Source: an optimization exercise on an open RTL-to-GDS flow (aim: small area). Production flows keep margins and buffers that such runs may drop. Only simulation tests tie the RTL to the original design; equivalence was not proved. Power and IR drop assume default switching activity. The flow treats the clock pin as an ideal source, which a real chip does not have.

build 61:
==> flow/design.v <==
module data_mem_responder (
    input  logic        clk,
    input  logic        rst,
    input  logic        MEM_R_EN,
    input  logic        MEM_W_EN,
    input  logic [31:0] address,
    input  logic [31:0] writeData,
    output logic [31:0] readData,
    output logic        ready,
    output logic        err
);
    localparam int NR = 13;
    logic       req, legal, is_load, is_store;
    logic [5:0] w;
    logic       hi, r12;
    logic [3:0] ring_sel;
    logic [2:0] slot;
    assign req      = MEM_R_EN | MEM_W_EN;
    assign legal    = (address[31:8] == 24'h4) && (address[1:0] == 2'b00) && !(MEM_R_EN && MEM_W_EN);
    assign is_load  = MEM_R_EN & ~MEM_W_EN;
    assign is_store = MEM_W_EN & ~MEM_R_EN;
    assign w        = address[7:2];
    assign hi       = w[5] & w[4];
    assign r12      = hi & w[3] & w[2];
    assign ring_sel = hi ? w[3:0] : w[5:2];
    assign slot     = (hi & ~r12) ? 3'd4 : {1'b0, w[1:0]};
    logic [2:0] ph5;
    logic [1:0] ph4;
    logic       sweep;     
    logic       match;
    logic       sw_done;
    always_ff @(posedge clk) begin
        if (rst) begin
            ph5 <= 3'd0;
            ph4 <= 2'd0;
            sweep <= 1'b1;
        end else begin
            ph5 <= (ph5 == 3'd4) ? 3'd0 : ph5 + 3'd1;
            ph4 <= ph4 + 2'd1;
            if (ph5 == 3'd4) sweep <= 1'b0;
        end
    end
    assign match   = r12 ? (ph4 == slot[1:0]) : (ph5 == slot);
    assign sw_done = ~sweep;
    logic [31:0] tap [NR];
    logic        wr, clr;
    assign wr  = is_store & legal & match & ~rst;
    assign clr = rst | ~sw_done;
    for (genvar g = 0; g < NR; g++) begin : g_ring
        localparam int L = (g == NR - 1) ? 4 : 5;
        logic [32*L-1:0] q;
        logic            hit, ins, keep;
        if (g == NR - 1) begin : g_hit12
            assign hit = r12;
        end else begin : g_hit
            assign hit = (ring_sel == 4'(g));
        end
        assign ins    = wr & hit;
        assign keep   = ~ins & ~clr;
        assign tap[g] = q[32*L-1 -: 32];
        logic [31:0] q_in;
        dm_ins u_ins (.s1(ins), .a(writeData), .s2(keep), .b(tap[g]), .y(q_in));
        always_ff @(posedge clk) begin
            q[31:0] <= q_in;
            for (int k = 1; k < L; k++) begin
                q[32*k +: 32] <= q[32*(k-1) +: 32];
            end
        end
    end
    logic [NR-1:0] rsel;
    logic [31:0]   cap_d, x_d;
    logic          cap_v, x_v;
    logic [31:0]   read_hold;
    logic [2:0]    cnt;
    logic          done, take, ok;
    for (genvar g = 0; g < NR; g++) begin : g_rsel
        assign rsel[g] = g_ring[g].hit & match;
    end
    dm_rd u_rd (
        .sel (rsel),
        .d0 (tap[0]),  .d1 (tap[1]),  .d2 (tap[2]),  .d3 (tap[3]),
        .d4 (tap[4]),  .d5 (tap[5]),  .d6 (tap[6]),  .d7 (tap[7]),
        .d8 (tap[8]),  .d9 (tap[9]),  .d10(tap[10]), .d11(tap[11]),
        .d12(tap[12]),
        .selc(~match), .c(cap_d),
        .y  (x_d)
    );
    assign x_v = match ? sw_done : cap_v;
    always_ff @(posedge clk) begin
        cap_d <= x_d;
        cap_v <= x_v;
    end
    always_ff @(posedge clk) begin
        if (rst) begin
            cnt <= 3'd0;
        end else if (cnt == 3'd4) begin
            cnt <= 3'd0;
        end else if (cnt != 3'd0 || req) begin
            cnt <= cnt + 3'd1;
        end
    end
    assign done = (cnt == 3'd4);
    assign take = (done & is_load) | rst;
    assign ok   = legal & x_v & ~rst;
    dm_ins u_out (.s1(take & ok), .a(x_d), .s2(~take), .b(read_hold), .y(readData));
    always_ff @(posedge clk) begin
        read_hold <= readData;
    end
    assign ready = done | ((cnt == 3'd0) & ~req);
    assign err   = done & ~legal;
endmodule
module dm_ins (
    input  logic        s1,
    input  logic [31:0] a,
    input  logic        s2,
    input  logic [31:0] b,
    output logic [31:0] y
);
    assign y = ({32{s1}} & a) | ({32{s2}} & b);
endmodule
module dm_rd (
    input  logic [12:0] sel,
    input  logic [31:0] d0, d1, d2, d3, d4, d5, d6, d7, d8, d9, d10, d11, d12,
    input  logic        selc,
    input  logic [31:0] c,
    output logic [31:0] y
);
    logic [31:0] n0, n1, n2, n3, m;
    dm_aoi222 u_a0 (.s0(sel[0]), .a0(d0), .s1(sel[1]),  .a1(d1),  .s2(sel[2]),  .a2(d2),  .y(n0));
    dm_aoi222 u_a1 (.s0(sel[3]), .a0(d3), .s1(sel[4]),  .a1(d4),  .s2(sel[5]),  .a2(d5),  .y(n1));
    dm_aoi222 u_a2 (.s0(sel[6]), .a0(d6), .s1(sel[7]),  .a1(d7),  .s2(sel[8]),  .a2(d8),  .y(n2));
    dm_aoi222 u_a3 (.s0(sel[9]), .a0(d9), .s1(sel[10]), .a1(d10), .s2(sel[11]), .a2(d11), .y(n3));
    dm_nand4  u_n  (.a(n0), .b(n1), .c(n2), .d(n3), .y(m));
    dm_ao221  u_o  (.s0(sel[12]), .a0(d12), .s1(selc), .a1(c), .b(m), .y(y));
endmodule
module dm_aoi222 (
    input  logic        s0, s1, s2,
    input  logic [31:0] a0, a1, a2,
    output logic [31:0] y
);
    assign y = ~(({32{s0}} & a0) | ({32{s1}} & a1) | ({32{s2}} & a2));
endmodule
module dm_nand4 (
    input  logic [31:0] a, b, c, d,
    output logic [31:0] y
);
    assign y = ~(a & b & c & d);
endmodule
module dm_ao221 (
    input  logic        s0, s1,
    input  logic [31:0] a0, a1, b,
    output logic [31:0] y
);
    assign y = ({32{s0}} & a0) | ({32{s1}} & a1) | b;
endmodule
Settings: LEC_CHECK=0, CAP_MARGIN=0, CORE_MARGIN=2, CORE_UTILIZATION=50, PLACE_DENSITY=0.7, SLEW_MARGIN=0, SYNTH_HIERARCHICAL=1; clock period 8.0 ns.
standard.sh (not shown) runs the stock make flow with config.mk's settings and CLKGATE_MAP_FILE= SYNTH_SCRIPT=/design/flow/synth_recipe.tcl, a recipe that flattens the netlist after the stock synthesis.
==> flow/flow/run.sh <==
#!/bin/bash
# Standard ORFS flow; CTS without dummy loads, port buffers of the smallest buffer.
set -euo pipefail
export CTS_ARGS="-sink_clustering_enable -repair_clock_nets -dont_use_dummy_load -sink_clustering_size 36 -sink_clustering_max_diameter 70"
export BUFFER_PORTS_ARGS="-buffer_cell sky130_fd_sc_hd__buf_1"
bash standard.sh > standard_flow.log 2>&1
The inputs of build 88 differ from those of build 61 as listed below.
Settings: swapping 50 for 40 in CORE_UTILIZATION; clearing PLACE_DENSITY, which used to be 0.7.
==> flow/flow/run.sh <==
#!/bin/bash
# Standard ORFS flow; CTS without dummy loads, port buffers of the smallest buffer.
set -euo pipefail
export CTS_ARGS="-sink_clustering_enable -repair_clock_nets -dont_use_dummy_load -sink_clustering_size 30 -sink_clustering_max_diameter 80"
export BUFFER_PORTS_ARGS="-buffer_cell sky130_fd_sc_hd__buf_1"
bash standard.sh > standard_flow.log 2>&1
## What came out
- Build 88: flow completed, timing, DRC and antenna clean
- Per the comparison of build 88 with build 61, fmax decreased 1.9 MHz, share of power burned in the clock network went up, width of the die now sits higher, proportion of total power due to net switching went up 0.25 points.
- The async set or reset register ratio after synthesis on build 88 is in line with that on build 61.
- Cell row count: build 61 and build 88 compared, lower one is build 61
- Build 88 — number of violations reported at the end of detailed-routing iteration 0 0.44% lower, build 61 as reference
- Endpoint arrival time on the critical path delta for build 88 relative to build 61: 90 ps higher
- From build 88 to build 61, instance count of the mapped netlist did not move at all.
- Setup WNS build 61 -> build 88: worse
- For build 88, the source of the critical timing path was address[6], unlike build 61, where it was address[7].
For build 52, these inputs were changed with respect to build 88:
Settings: changing CORE_UTILIZATION from 40 to 50; setting PLACE_DENSITY to 0.7 for the first time.
==> flow/flow/run.sh <==
#!/bin/bash
# Standard ORFS flow; CTS without dummy loads, port buffers of the smallest buffer.
set -euo pipefail
export CTS_ARGS="-sink_clustering_enable -repair_clock_nets -dont_use_dummy_load -sink_clustering_size 32 -sink_clustering_max_diameter 70"
export BUFFER_PORTS_ARGS="-buffer_cell sky130_fd_sc_hd__buf_1"
bash standard.sh > standard_flow.log 2>&1
==> comparison <==
- Build 88 has higher post-layout minimum cycle time than build 52.
- Build 52 vs build 88 — sequential share of layout area rose 0.65 points.
- NOTE: clock buffer count in the final layout in build 52 falls short of that of build 88
- NOTE: core occupancy in the finished layout in build 52 exceeds that of build 88
- [build 52] final area fell 450 um2 relative to build 88
- [compare] base=build 88 new=build 52: layout overhead on the synthesized area shrank by 0.88 points; via count of the first global-routing pass grew by about 1.2%; fmax grew by 1.7%.
- Compare build 52 and build 88 | wire length per cell higher: build 52
- Build 52 and build 88 ended up with nearly the same total number of nets in the final design.
Relative to build 52, the following input files were edited for build 43:
Settings: a change of CORE_UTILIZATION from 50 to 55; a change of PLACE_DENSITY from 0.7 to 0.75.
==> flow/flow/run.sh <==
#!/bin/bash
# Standard ORFS flow; CTS without dummy loads, port buffers of the smallest buffer.
set -euo pipefail
export CTS_ARGS="-sink_clustering_enable -repair_clock_nets -dont_use_dummy_load -sink_clustering_size 36 -sink_clustering_max_diameter 70"
export BUFFER_PORTS_ARGS="-buffer_cell sky130_fd_sc_hd__buf_1"
bash standard.sh > standard_flow.log 2>&1
--- outcome ---
Build 43: no failed stages, no open violations at the end
Delta(average vias per placed instance, build 43 - build 52) > 0
Diff build 43..build 52 | final-layout setup total negative slack | negligible
On data arrival time of the critical path, the higher figure sits with build 52, not build 43.
In the tables for build 43 and build 52, wire length of the first global-routing pass reads lower with build 52.
Changes observed in build 43 relative to build 52: instance area at placement stayed essentially flat, net switching fraction of the power stayed essentially flat, clock buffer count fell by 8, pin slew with the least headroom to its limit rose by 240 ps.
There was hardly any difference in insertion delay of the later-clocked pin in the worst-skew pair between build 43 and build 52.

[separate check: timing with driven ports]
The flow's constraints put no driver on any port. The routed layouts listed below were extracted and timed again, unchanged, in two steps.
Step 1 assumes that a clkbuf_16 drives the clock port and a buf_2 every other input.
Step 2 adds t to the input delays and takes it off the output delays; t is the mean of the earliest and latest rising clock arrival at the registers after step 1. Input paths then give back, and output paths get back, about the clock's delay inside the block.
Slacks: ideal ports / drivers / drivers and shift; pairs: ideal ports / drivers.
run	t, ns	setup WS [ns]	clock arrival spread, ns	worst data-port slew with drivers (ns)	pins driven straight from the clock port
build 61	0.706	0.795 / 0.763 / 0.763	0.114 / 0.114	0.14	1
build 88	0.710	0.696 / 0.669 / 0.669	0.091 / 0.091	0.11	1
build 52	0.703	0.821 / 0.789 / 0.789	0.104 / 0.103	0.14	1
build 43	0.704	0.979 / 0.952 / 0.952	0.084 / 0.084	0.08	1
After both steps setup and hold are still met in every run listed.
